What follows belongs to an exercise in optimizing a design on an open flow for small area, a short achievable clock period and few clock cycles; a production flow would make more cautious choices. The RTL was checked by simulation tests, not by an equivalence proof against the original design. Power is estimated from default activity; no workload was simulated.

== indigo ==
// indel_edit_distance_traceback
module indel_edit_distance_traceback #(
  parameter int MAX_LEN = edt_pkg::MAX_LEN_DEF
) (
  input  logic         clk,
  input  logic         rst,
  input  logic         cfg_we,
  input  logic         cfg_index,
  input  logic [4:0]   cfg_data,
  input  logic         load_valid,
  output logic         load_ready,
  input  logic [3:0]   load_position,
  input  logic [7:0]   load_base_symbol,
  input  logic [7:0]   load_target_symbol,
  input  logic         load_last_load,
  output logic         result_valid,
  input  logic         result_ready,
  output logic [1:0]   result_op_kind,
  output logic [7:0]   result_op_symbol,
  output logic signed [4:0] result_base_index,
  output logic [5:0]   result_distance,
  output logic         result_last_op
);
Size: about 3,100 cells after synthesis, ~56 I/O pins.
Settings: LEC_CHECK=0, CAP_MARGIN=20, CORE_MARGIN=2, CORE_UTILIZATION=70, PLACE_DENSITY=0.8, SETUP_SLACK_MARGIN=4.4, SLEW_MARGIN=20; clock period 7.0 ns.
run.sh (not shown) runs the stock make flow with config.mk's settings and CLKGATE_MAP_FILE= SYNTH_SCRIPT=/design/flow/synth_recipe.tcl, a recipe that flattens the netlist after the stock synthesis.
indigo | status: complete | timing, DRC, antenna: pass
Testbench counts of indigo, summed over its fixed seeds: cycles 23,307.
## Diff of input files: onyx against indigo
- setting CTS_CLUSTER_SIZE to 30 for the first time
- changing SETUP_SLACK_MARGIN from 4.4 to 4.6
- changing CORE_UTILIZATION from 70 to 60
- setting CTS_CLUSTER_DIAMETER to 80 for the first time
- changing PLACE_DENSITY from 0.8 to 0.7
Results
- On register-to-register setup slack, indigo beats onyx.
- Wire length reported by the detailed router: onyx > indigo
- [compare] base=indigo new=onyx: core utilization moved down, actual transition at the worst max-transition pin moved down, setup slack after layout moved up.
- onyx ended up with dfxtp_1 as its cell with the largest stage delay on the worst path; indigo ended up with edfxtp_1.
- Comparing indigo and onyx, the higher number of H-tree levels is on indigo.
- f_rok as the end point of the critical path was reported by onyx, and result_last_op by indigo.
- Re area growth from synthesis to final layout: indigo was lower than onyx.
- Measured against each other, indigo and onyx differ in routed length on met3, the lower figure coming from onyx.
Input-level comparison between garnet and onyx:
- SETUP_SLACK_MARGIN changed from 4.6 to 4.2
==> comparison <==
Delay of the slowest cell on the worst path for garnet: 0.08 ns up relative to onyx
[garnet] total power per unit cell area rose about 0.38% relative to onyx
What garnet reported for final area has to be multiplied by 1.09 to get the figure for onyx.
Static leakage power in garnet vs onyx: down about 10%
[compare] base=onyx new=garnet: proportion of final cell area spent on non-clock buffers has decreased; footprint of the flip-flops and latches saw little to no change; final worst slack decreased by 0.027 ns relative to the old numbers; growth of design area from synthesis to finish dropped 9.4 points.

* * *

indel_edit_distance_traceback again, from the RTL that the note above started with.
==> flow/design.v (excerpt) <==
module indel_edit_distance_traceback #(
  parameter int MAX_LEN = edt_pkg::MAX_LEN_DEF
) (
  input  logic         clk,
  input  logic         rst,
  input  logic         cfg_we,
  input  logic         cfg_index,
  input  logic [4:0]   cfg_data,
  input  logic         load_valid,
  output logic         load_ready,
  input  logic [3:0]   load_position,
  input  logic [7:0]   load_base_symbol,
  input  logic [7:0]   load_target_symbol,
  input  logic         load_last_load,
  output logic         result_valid,
  input  logic         result_ready,
  output logic [1:0]   result_op_kind,
  output logic [7:0]   result_op_symbol,
  output logic signed [4:0] result_base_index,
  output logic [5:0]   result_distance,
  output logic         result_last_op
);
clock: 7.0 ns
lec_check: 0
cap_margin: 20
core_margin: 2
core_utilization: 60
cts_cluster_diameter: 80
cts_cluster_size: 30
place_density: 0.7
setup_slack_margin: 4.5
slew_margin: 20
Testbench counts at the start, summed over its fixed seeds: cycles 23,307.
Change:
--- a/flow/config.mk
+++ b/flow/config.mk
@@ -6,4 +6,5 @@
 export NUM_CORES = 4
 export LEC_CHECK = 0
+export ABC_AREA = 1
 export CAP_MARGIN = 20
 export CORE_MARGIN = 2
@@ -12,4 +13,4 @@
 export CTS_CLUSTER_SIZE = 30
 export PLACE_DENSITY = 0.7
-export SETUP_SLACK_MARGIN = 4.5
+export SETUP_SLACK_MARGIN = 4.4
 export SLEW_MARGIN = 20
What happened:
- critical path depth fell by 11
- power fell by 6.8%
- design area falls by 2.5%
- routed wire length drops by 7.9%
- setup slack gets better by 87 ps
- die area came out higher by 1.2%
- first-iteration DRC count goes down by 11%
- maximum frequency increases by 3.2%
- area after synthesis climbs by 1.3%
- cell count went up by 20%
- hold slack got worse by 6.5 ps

* * *

Starting RTL as in the previous note.
clock: 7.0 ns
lec_check: 0
cap_margin: 20
core_margin: 2
core_utilization: 60
place_density: 0.7
setup_slack_margin: 4.4
slew_margin: 20
The first run completed without violations.
Testbench counts at the start, summed over its fixed seeds: cycles 23,307.
Rerun with:
CTS_CLUSTER_DIAMETER = 80   (was not set)
CTS_CLUSTER_SIZE = 30   (was not set)
After rerunning:
- sequential cell count does not change
- power is lower by about a fifth
- wire length goes down slightly
- register-to-register slack is worse by 0.05 ns
Rerun with:
SETUP_SLACK_MARGIN = 4.3   (was 4.4)
Outcome:
- flip-flop and latch count is unchanged
- fmax went down by 2.5%
- register-to-register slack gets worse by 0.09 ns
- cell count went down by about 0.8%
- first-iteration DRC count stays flat
- critical path depth went up by 11
- non-clock buffer count went down by 37
- worst setup slack gets worse by 0.069 ns
- via count went down by 0.55%
- synthesized cell count stays the same
Rerun with:
CTS_BUF_LIST = sky130_fd_sc_hd__clkbuf_4 sky130_fd_sc_hd__clkbuf_8   (was not set)
CTS_CLUSTER_DIAMETER = not set   (was 80)
CTS_CLUSTER_SIZE = not set   (was 30)
SETUP_SLACK_MARGIN = 4.4   (was 4.3)
The changed run finished clean.
Synthesized cell count stays the same.
Flip-flop and latch count does not change.
Final area came out higher by a few percent.
Maximum frequency decreases by a few percent.
Via count grows by a few percent.

-- port drivers added, routing unchanged --
The flow's constraints put no driver on any port. The routed layouts listed below were extracted and timed again, unchanged, in two steps.
Step 1 sets driving cells, clkbuf_16 on the clock port and buf_2 on the other inputs (assumed; they add their load-dependent delay and slew).
Step 2, shift: input delay + t, output delay - t, t = (earliest + latest rising clock arrival at the registers) / 2. This alone moves slack from input paths to output paths.
Slacks: no drivers / after step 1 / after step 2; pairs: no drivers / after step 1.
run	shift t [ns]	slack for setup (ns)	hold WS [ns]	clock arrival spread, ns	worst data-port slew with drivers (ns)
indigo	0.750	4.215 / 4.147 / 3.572	0.413 / 0.413 / 0.413	0.037 / 0.037	0.09
onyx	0.715	4.241 / 4.207 / 3.622	0.421 / 0.421 / 0.421	0.040 / 0.040	0.11
garnet	0.714	4.214 / 4.200 / 3.548	0.423 / 0.423 / 0.423	0.035 / 0.035	0.06
the first run of note 2	0.719	4.174 / 4.159 / 3.530	0.418 / 0.418 / 0.418	0.022 / 0.022	0.11
the second run of note 2	0.717	4.261 / 4.189 / 3.673	0.412 / 0.412 / 0.412	0.044 / 0.044	0.06
the first run of note 3	0.740	4.261 / 4.190 / 3.607	0.414 / 0.414 / 0.414	0.029 / 0.029	0.11
the second run of note 3	0.714	4.278 / 4.209 / 3.615	0.413 / 0.413 / 0.413	0.042 / 0.043	0.11
the third run of note 3	0.722	4.210 / 4.210 / 3.562	0.416 / 0.416 / 0.416	0.037 / 0.037	0.05
the fourth run of note 3	0.893	4.080 / 4.018 / 3.508	0.409 / 0.409 / 0.409	0.044 / 0.043	0.06
After both steps setup and hold are still met in every run listed. For garnet, which loses most, drivers alone change the setup slack by -0.014 ns; drivers and shift together by -0.666 ns.
